Source: an optimization exercise on an open RTL-to-GDS flow (aim: small area, a short achievable clock period and few clock cycles per item). Production flows keep margins and buffers that such runs may drop.
At most, simulation tests tie the RTL to the original design; equivalence was not proved.

==> flow/design.v (excerpt) <==
module muldiv_top (
    input  logic                   clk,
    input  logic                   arst_n_i,
    input  logic                   op_valid_i,
    input  muldiv_pkg::muldiv_op_e op_i,
    input  muldiv_pkg::word_t      opnd_a_i,
    input  muldiv_pkg::word_t      opnd_b_i,
    output logic                   stall_o,
    output logic                   rd_valid_o,
    output muldiv_pkg::word_t      rd_data_o,
    output muldiv_pkg::word_t      hi_o,
    output muldiv_pkg::word_t      lo_o
);
    muldiv_pkg::dec_t   ir_dec;
    logic [32:0]        ir_a;
    logic [50:0]        ir_b;
    logic               ir_a_neg;
    logic               ir_b_neg;
    logic [63:0]        csa_s;
    logic [63:0]        csa_c;
    logic [63:0]        p1_s;
    logic [63:0]        p1_c;
    logic [63:0]        prod;
    logic               div_quick;
    logic               stall;
    logic               hi_pend;
    logic               hi_pend_d;
    logic               div_busy_d;
    logic               ir_lng_d;
    logic               pass_hi;
    logic               pass_fb;
    logic [8:0]         dg_one;
    logic [8:0]         dg_two;
    logic [8:0]         dg_neg;
    logic               div_busy;
    logic               div_done;
    logic               div_early;
    muldiv_pkg::word_t  div_early_hi;
    muldiv_pkg::word_t  div_early_lo;
    muldiv_pkg::word_t  div_hi;
    muldiv_pkg::word_t  div_lo;
    logic               c_mul;
    logic               c_mthi;
    logic               c_mtlo;
    logic               c_div;
    logic               c_rdhi;
    logic               c_rdlo;
    logic               we_hi;
    logic               we_lo;
    muldiv_pkg::word_t  hi_d;
    muldiv_pkg::word_t  lo_d;
    muldiv_pkg::word_t  hi_q;
    muldiv_pkg::word_t  lo_q;
    assign pass_hi = hi_pend;
    assign pass_fb = ir_dec.lng && !hi_pend;
    assign stall_o = stall;
    assign hi_pend_d = !stall ? ir_lng_d : (div_busy && hi_pend);
  ...
Size in the first run: roughly 5400 cells after synthesis, roughly 170 I/O pins.
clock: 10.0 ns
lec_check: 0
abc_area: 1
cap_margin: 20
core_margin: 2
core_utilization: 40
place_density: 0.8
setup_slack_margin: 5
slew_margin: 20
standard.sh (not shown) runs the stock make flow with config.mk's settings and CLKGATE_MAP_FILE= SYNTH_SCRIPT=/design/flow/synth_recipe.tcl, a recipe that flattens the netlist after the stock synthesis.
==> flow/flow/run.sh <==
#!/bin/bash
# The standard layout, with the smallest buffer on the ports. Synthesis is
# the standard one, unchanged.
set -euo pipefail
bash standard.sh synth > synth.log 2>&1
bash standard.sh "BUFFER_PORTS_ARGS=-buffer_cell sky130_fd_sc_hd__buf_1" finish > layout.log 2>&1
The baseline went through all stages and came out clean.
Change:
--- a/flow/config.mk
+++ b/flow/config.mk
@@ -12 +11,0 @@
-export PLACE_DENSITY = 0.8
The new run ran to the end with no violations. Hold slack gets worse by 0.018 ns. Critical path depth stays the same. Sequential cell count stays the same. Setup slack gets worse by 0.034 ns.
No run of this note included a check of the RTL's function; only the layout flow was run.


== job 101 ==
muldiv_top, a different RTL version from the one above (not shown whole).
Size: ~5,300 cells after synthesis, about 400 flip-flops, roughly 170 I/O pins, about 41,000 um2 of cells after synthesis.
Design muldiv_top, start of the top module:
module muldiv_top (
    input  logic                   clk,
    input  logic                   arst_n_i,
    input  logic                   op_valid_i,
    input  muldiv_pkg::muldiv_op_e op_i,
    input  muldiv_pkg::word_t      opnd_a_i,
    input  muldiv_pkg::word_t      opnd_b_i,
    output logic                   stall_o,
    output logic                   rd_valid_o,
    output muldiv_pkg::word_t      rd_data_o,
    output muldiv_pkg::word_t      hi_o,
    output muldiv_pkg::word_t      lo_o
);
export LEC_CHECK = 0
export ABC_AREA = 1
export CAP_MARGIN = 20
export CORE_MARGIN = 2
export CORE_UTILIZATION = 40
export SLEW_MARGIN = 20
create_clock -name core_clock -period 10.0 [get_ports {clk}]
==> flow/flow/run.sh <==
#!/bin/bash
# The standard layout with the smallest buffer on the ports, and timing repair
# aimed a little below the 5 ns that config.mk's SETUP_SLACK_MARGIN reaches.
# Synthesis is the standard one, unchanged.
set -euo pipefail
bash standard.sh synth > synth.log 2>&1
bash standard.sh "BUFFER_PORTS_ARGS=-buffer_cell sky130_fd_sc_hd__buf_1" SETUP_SLACK_MARGIN=5.15 finish > layout.log 2>&1
Per the final summary, job 101 finished and its layout is clean on timing, DRC and antenna.
Testbench counts of job 101, summed over its fixed seeds: cycles 6,958, items 4,800.
--- input diff job 101..job 102 ---
-- flow/flow/run.sh --
<<< job 101, line 7
bash standard.sh "BUFFER_PORTS_ARGS=-buffer_cell sky130_fd_sc_hd__buf_1" SETUP_SLACK_MARGIN=5.15 finish > layout.log 2>&1
>>> job 102, line 7
bash standard.sh "BUFFER_PORTS_ARGS=-buffer_cell sky130_fd_sc_hd__buf_1" SETUP_SLACK_MARGIN=5.45 finish > layout.log 2>&1
Findings:
The signal arrival time at the worst endpoint reported for job 102 is greater than that of job 101 by 2.28 ns.
Compared with job 101, in job 102 area share of buffers outside the clock network climbed 1.7 points, ratio of cells with drive above 1 in the final layout shows an increase of 3.7 points.
Of job 102 and job 101, the lower transition time at the pin with the least slew margin belongs to job 102.
Final-layout fill cell count, job 102 and job 101: higher on job 101
On number of stages on the worst setup path, the higher figure sits with job 102, not job 101.
Compared with job 101, job 102 ends up with more cell area.
Summary of job 102 over job 101: aggregate routed wire length rose 3.4%, count of instances resized after the clock tree is built rose about 90%.
Both conditions hold for job 102: the flow ran to the end and the final layout passed the timing, DRC and antenna checks.


== the reference run ==
muldiv_top again, from the RTL that the note above started with.
Settings: LEC_CHECK=0, ABC_AREA=1, CAP_MARGIN=20, CORE_MARGIN=2, CORE_UTILIZATION=40, CTS_BUF_LIST=sky130_fd_sc_hd__clkbuf_8, CTS_CLUSTER_SIZE=30, SETUP_SLACK_MARGIN=5, SLEW_MARGIN=20; clock period 10.0 ns.
==> flow/flow/run.sh <==
#!/bin/bash
# The standard layout, with the smallest buffer on the ports. Synthesis is
# the standard one, unchanged.
set -euo pipefail
bash standard.sh synth > synth.log 2>&1
bash standard.sh "BUFFER_PORTS_ARGS=-buffer_cell sky130_fd_sc_hd__buf_1" finish > layout.log 2>&1
Having completed the whole flow, the reference run delivered a layout that passed the timing, DRC and antenna checks.
Testbench counts of the reference run, summed over its fixed seeds: cycles 6,958, items 4,800.
For the trial run, these inputs were changed with respect to the reference run:
Settings: SETUP_SLACK_MARGIN: 5 -> unset; CTS_CLUSTER_SIZE: 30 -> unset; CTS_BUF_LIST: sky130_fd_sc_hd__clkbuf_8 -> unset.
==> flow/flow/run.sh <==
#!/bin/bash
# The standard layout with the smallest buffer on the ports, and timing repair
# aimed at 4.7 ns, below the 5 ns that config.mk's SETUP_SLACK_MARGIN reaches.
# Synthesis is the standard one, unchanged.
set -euo pipefail
bash standard.sh synth > synth.log 2>&1
bash standard.sh "BUFFER_PORTS_ARGS=-buffer_cell sky130_fd_sc_hd__buf_1" SETUP_SLACK_MARGIN=5.3 finish > layout.log 2>&1
Results
From the trial run to the reference run, core area did not move at all. Between the trial run and the reference run, number of buffers inserted during clock tree synthesis is lower for the trial run, the reference run comes in above that. Arrival time at the worst endpoint was lower in the trial run than in the reference run. Between the trial run and the reference run, the clock-buffer cell count is lower for the trial run. Summary of the trial run over the reference run: number of logic stages on the critical path including buffering fell 4; fraction of area in non-clock buffers +0.65 points.


Another version of the RTL of muldiv_top (not shown whole).
Size in the first run: roughly 400 flip-flops, about 170 I/O pins.
clock: 10.0 ns
lec_check: 0
abc_area: 1
cap_margin: 20
core_margin: 2
core_utilization: 40
setup_slack_margin: 5
slew_margin: 20
==> flow/flow/run.sh <==
#!/bin/bash
# The standard layout, with the smallest buffer on the ports. Synthesis is
# the standard one, unchanged.
set -euo pipefail
bash standard.sh synth > synth.log 2>&1
bash standard.sh "BUFFER_PORTS_ARGS=-buffer_cell sky130_fd_sc_hd__buf_1" finish > layout.log 2>&1
The starting point produced a clean layout.
Testbench counts at the start, summed over its fixed seeds: cycles 7,221, items 4,800.
Rerun with:
==> flow/flow/run.sh (replaced) <==
#!/bin/bash
set -euo pipefail
MARGIN=5.6
bash standard.sh synth > synth.log 2>&1
bash standard.sh SETUP_SLACK_MARGIN=$MARGIN finish > layout.log 2>&1
SETUP_SLACK_MARGIN = unset   (was 5)
The changed run ran to the end with no violations.
Worst hold slack gets worse by 0.016 ns.
Global-route usage rises by 1.7 points.
Wire length rises by roughly a tenth.
Fmax rises by a few percent.
Register-to-register slack gets better by 0.18 ns.
Clock skew falls by 0.011 ns.
Worst setup slack gets better by 0.18 ns.


== north ==
Starting RTL as in the previous note.
Settings: LEC_CHECK=0, ABC_AREA=1, CAP_MARGIN=5, CORE_MARGIN=2, CORE_UTILIZATION=55, CTS_BUF_LIST=sky130_fd_sc_hd__clkbuf_4 sky130_fd_sc_hd__clkbuf_8, SETUP_SLACK_MARGIN=5, SLEW_MARGIN=5; clock period 10.0 ns.
run.sh (not shown) runs the stock make flow with config.mk's settings and CLKGATE_MAP_FILE= SYNTH_SCRIPT=/design/flow/synth_recipe.tcl, a recipe that flattens the netlist after the stock synthesis.
Stock flow here: none of the scripts above is used.
Testbench counts of north, summed over its fixed seeds: cycles 7,221, items 4,800.
Here is what was changed in the inputs of south compared with north.
Settings: changing CAP_MARGIN from 5 to 20; changing SLEW_MARGIN from 5 to 20; removing CTS_BUF_LIST (formerly sky130_fd_sc_hd__clkbuf_4 sky130_fd_sc_hd__clkbuf_8); changing CORE_UTILIZATION from 55 to 40.
### Flow results
north → south: final area rose by about 0.8%, number of antenna violations at the first check in global routing shows a reduction of 4, wire length went up, post-synthesis to final-layout area growth rose by 0.86 points. For north, the cell with the largest stage delay on the worst path was sky130_fd_sc_hd__clkdlybuf4s50_1, unlike south, where it was sky130_fd_sc_hd__clkinv_1. Cmp north and south / depth of the CTS H-tree / lower: south. Where worst hold slack is concerned, north is better than south. Reported for north and south, inverter count turned out identical to the last digit.

==> what the ideal ports hide <==
In the flow no input, the clock included, has a driving cell. The finished layouts below were timed again as built, in two steps.
Step 1 assumes that a clkbuf_16 drives the clock port and a buf_2 every other input.
Step 2 moves the port delays by t, midway between the first and last clock arrival at a register: inputs arrive t later, outputs are due t later. That takes back most of the time a late clock gives input paths.
Three values: ideal ports, drivers, drivers and shift; two values: the first two.
| run | t (ns) | setup slack, ns | worst setup path at the end | clock arrival spread, ns | worst slew at a driven data input, ns |
|---|---|---|---|---|---|
| the first run of note 1 | 0.690 | 5.132 / 5.132 / 4.674 | input to register | 0.034 / 0.033 | 0.15 |
| the second run of note 1 | 0.673 | 5.098 / 5.098 / 4.593 | input to register | 0.039 / 0.038 | 0.07 |
| job 101 | 0.665 | 5.246 / 5.177 / 4.755 | input to register | 0.017 / 0.017 | 0.09 |
| job 102 | 0.676 | 5.474 / 5.474 / 4.939 | input to register | 0.026 / 0.026 | 0.16 |
| the reference run | 0.769 | 5.061 / 4.989 / 4.420 | input to register | 0.062 / 0.062 | 0.09 |
| the trial run | 0.669 | 5.342 / 5.274 / 4.842 | input to register | 0.027 / 0.027 | 0.18 |
| the first run of note 4 | 0.699 | 5.148 / 5.148 / 4.609 | input to register | 0.041 / 0.041 | 0.07 |
| the second run of note 4 | 0.716 | 5.333 / 5.333 / 4.970 | input to register | 0.035 / 0.034 | 0.07 |
| north | 0.765 | 5.141 / 5.075 / 4.443 | input to register | 0.066 / 0.066 | 0.06 |
| south | 0.694 | 5.118 / 5.118 / 4.564 | input to register | 0.063 / 0.063 | 0.07 |
After both steps setup and hold are still met in every run listed. For north, which loses most, drivers alone change the setup slack by -0.066 ns; drivers and shift together by -0.698 ns.
